This is an optimization exercise on Yosys and OpenROAD, whose aim is small area, not a production implementation. The RTL was checked by simulation tests, not by an equivalence proof against the original design. Power figures rest on the tool's default switching activity, not on a simulated workload.

Setup of before:
// fp32_matmul_sequencer
module fp32_matmul_sequencer #(
  parameter int unsigned N       = 4,
  parameter int unsigned LATENCY = 5,
  parameter int unsigned IW      = $clog2(N)
) (
  input  logic                      clk,
  input  logic                      rst,
  input  logic                      a_wr_en,
  input  logic [IW-1:0]             a_wr_row,
  input  logic [3:0]                a_wr_col,
  input  logic [fp32_matmul_pkg::FP32_W-1:0]         a_wr_data,
  input  logic                      b_wr_en,
  input  logic [3:0]                b_wr_row,
  input  logic [IW-1:0]             b_wr_col,
  input  logic [fp32_matmul_pkg::FP32_W-1:0]         b_wr_data,
  input  logic                      start,
  output logic                      busy,
  output logic                      done,
  output logic [fp32_matmul_pkg::VEC_LEN*fp32_matmul_pkg::FP32_W-1:0] vec_a,
  output logic [fp32_matmul_pkg::VEC_LEN*fp32_matmul_pkg::FP32_W-1:0] vec_b,
  input  logic [fp32_matmul_pkg::FP32_W-1:0]         mul_result,
  output logic                      c_valid,
  output logic [IW-1:0]             c_row,
  output logic [IW-1:0]             c_col,
  output logic [fp32_matmul_pkg::FP32_W-1:0]         c_data
);
For scale: about 8400 cells after synthesis, about 4300 flip-flops, ~1200 I/O pins, about 0.15 mm² of cells after synthesis.
==> flow/config.mk <==
export PLATFORM = sky130hd
export DESIGN_NAME = fp32_matmul_sequencer
export DESIGN_NICKNAME = fp32_matmul_sequencer
export VERILOG_FILES = /design/flow/design.v
export SDC_FILE = /design/flow/constraint.sdc
export NUM_CORES = 4
export LEC_CHECK = 0
export CAP_MARGIN = 0
export CORE_MARGIN = 2
export CORE_UTILIZATION = 60
export PLACE_DENSITY = 0.7
export SLEW_MARGIN = 0
==> flow/constraint.sdc <==
create_clock -name core_clock -period 5.0 [get_ports {clk}]
set_input_delay 1.0000 -clock core_clock [delete_from_list [all_inputs] [get_ports {clk}]]
set_output_delay 1.0000 -clock core_clock [all_outputs]
set_load 0.01 [all_outputs]
standard.sh (not shown) runs the stock make flow with config.mk's settings and CLKGATE_MAP_FILE= SYNTH_SCRIPT=/design/flow/synth_recipe.tcl, a recipe that flattens the netlist after the stock synthesis.
==> flow/flow/run.sh <==
#!/bin/bash
# The standard layout (standard.sh) with two changes: port buffers use the smallest
# buffer cell, and CTS builds its tree from the given buffer without dummy loads.
export BUFFER_PORTS_ARGS="-buffer_cell sky130_fd_sc_hd__buf_1"
export CTS_ARGS="-sink_clustering_enable -repair_clock_nets -dont_use_dummy_load -buf_list sky130_fd_sc_hd__clkbuf_8 -sink_clustering_size 18 -sink_clustering_max_diameter 50"
bash standard.sh > standard.log 2>&1
Having completed the whole flow, before delivered a layout that passed the timing, design-rule and antenna checks.
Input changes introduced in after (baseline for comparison: before):
==> flow/flow/run.sh <==
#!/bin/bash
# The standard layout (standard.sh) with two changes: port buffers use the smallest
# buffer cell, and CTS builds its tree from the given buffer without dummy loads.
export BUFFER_PORTS_ARGS="-buffer_cell sky130_fd_sc_hd__buf_1"
export CTS_ARGS="-sink_clustering_enable -repair_clock_nets -dont_use_dummy_load -buf_list sky130_fd_sc_hd__clkbuf_16 -sink_clustering_size 30 -sink_clustering_max_diameter 70"
bash standard.sh > standard.log 2>&1
==> comparison <==
after: no failed stages, no open violations at the end
Summary of after over before: multi-input combinational area share level; share of synthesized area spent on multiplexers was more or less identical; core utilization shows a reduction of 0.30 points; least setup slack across all paths after layout went up by 0.088 ns.
before → after: part of the total power dissipated in the clock network lost 0.5 points; total clock sinks neither gained nor lost much; final clock skew lost 0.039 ns.

## run 1
Another version of the RTL of fp32_matmul_sequencer (not shown whole).
Size: about 8400 cells after synthesis, ~4300 flip-flops, ~1200 I/O pins.
==> flow/config.mk <==
export PLATFORM = sky130hd
export DESIGN_NAME = fp32_matmul_sequencer
export DESIGN_NICKNAME = fp32_matmul_sequencer
export VERILOG_FILES = /design/flow/design.v
export SDC_FILE = /design/flow/constraint.sdc
export NUM_CORES = 4
export LEC_CHECK = 0
export CAP_MARGIN = 0
export CORE_MARGIN = 2
export CORE_UTILIZATION = 60
export GPL_TIMING_DRIVEN = 0
export PLACE_DENSITY = 0.7
export SLEW_MARGIN = 0
==> flow/constraint.sdc <==
create_clock -name core_clock -period 5.0 [get_ports {clk}]
set_input_delay 1.0000 -clock core_clock [delete_from_list [all_inputs] [get_ports {clk}]]
set_output_delay 1.0000 -clock core_clock [all_outputs]
set_load 0.01 [all_outputs]
==> flow/flow/run.sh <==
#!/bin/bash
# The standard layout (standard.sh) with two changes: port buffers use the smallest
# buffer cell, and CTS builds its tree from the given buffer without dummy loads.
export BUFFER_PORTS_ARGS="-buffer_cell sky130_fd_sc_hd__buf_1"
export CTS_ARGS="-sink_clustering_enable -repair_clock_nets -dont_use_dummy_load -buf_list sky130_fd_sc_hd__clkbuf_16 -sink_clustering_size 30 -sink_clustering_max_diameter 70"
bash standard.sh > standard.log 2>&1
For run 2, these inputs were changed with respect to run 1:
- a deleted GPL_TIMING_DRIVEN that had been 0
-- flow/flow/run.sh --
<<< run 1, line 6
>>> run 2, line 6
export RECOVER_POWER=100
==> comparison <==
Run 2 finished every stage; the final checks, however, were not passed, the failures being capacitance limit, slew limit. Any difference in number of endpoints with negative hold slack in the final report between run 2 and run 1 is small enough to ignore. After detailed routing, run 1 needs more wire than run 2. Between run 2 and run 1, the fraction of area in multi-input gates figures differ only marginally. Re instance count along the most critical hold path: no difference whatsoever between run 1 and run 2. Compared with run 1, run 2 shows a lower clock latency at the later pin of the worst-skew pair. Per the comparison of run 2 with run 1, post-route worst setup slack up 0.089 ns; number of violations of the max-capacitance limit up 205; power consumption down 0.66%. Between run 2 and run 1, it is run 2 whose share of the core filled with cells in the final layout is lower, by 2.4 points.
Input-level comparison between run 3 and run 2:
-- flow/flow/run.sh --
<<< run 2, line 6
export RECOVER_POWER=100
>>> run 3, line 6
--- outcome ---
Run 3 was carried through to the last stage, and its layout satisfied the timing, design-rule and antenna checks. The flow for run 2 finished, though final verification flagged capacitance limit, slew limit. Run 3 ended with more combinational power than run 2. Diff run 2 -> run 3: register-to-register slack shows an increase of 1.46 ns; share of power burned in registers shows a reduction of 0.2 points; power shows no meaningful change. Diff run 2..run 3 | met1 capacity usage during global routing | negligible. Looking at total non-filler cell area in the finished layout, run 3 sits 1200 sq um higher than run 2 does. Delta (run 3 minus run 2): worst hold slack moved up, relative slew slack moved up, relative area of non-clock buffer cells in the final design moved up, setup slack moved up. Of the two values seen for worst setup path endpoint, vec_b[34] was produced by run 3 and vec_b[253] by run 2. For detailed-route via count, run 2 and run 3 come out practically identical.

==> afterwards: timing with drivers on the ports <==
The flow's constraints put no driver on any port. The routed layouts listed below were extracted and timed again, unchanged, in two steps.
Step 1 (the two cells are an assumption about what drives the block):
set clk [get_ports {clk}]
set_driving_cell -lib_cell sky130_fd_sc_hd__clkbuf_16 $clk
set_driving_cell -lib_cell sky130_fd_sc_hd__buf_2 [delete_from_list [all_inputs] $clk]
Step 2 times the ports against the registers' clock, not the clock port: input delays grow and output delays shrink by t, the midpoint of the rising clock arrivals with the driver on.
Three values: ideal, step 1, step 2; two values: the first two.
| run | t, ns | setup slack, ns | worst setup path after step 2 | latest minus earliest clock arrival (ns) | cell pins on the clock port's net |
|---|---|---|---|---|---|
| before | 1.159 | 0.118 / 0.019 / 0.881 | input to register | 0.187 / 0.187 | 1 |
| after | 0.930 | 0.206 / 0.103 / 0.977 | input to register | 0.165 / 0.165 | 1 |
| run 1 | 0.944 | 0.119 / 0.012 / 0.956 | register to output | 0.157 / 0.157 | 1 |
| run 2 | 0.944 | 0.208 / 0.101 / -0.382 | input to register | 0.149 / 0.149 | 1 |
| run 3 | 0.948 | 0.352 / 0.245 / 1.192 | register to output | 0.142 / 0.143 | 1 |
For run 2, which loses most, drivers alone change the setup slack by -0.107 ns; drivers and shift together by -0.590 ns.
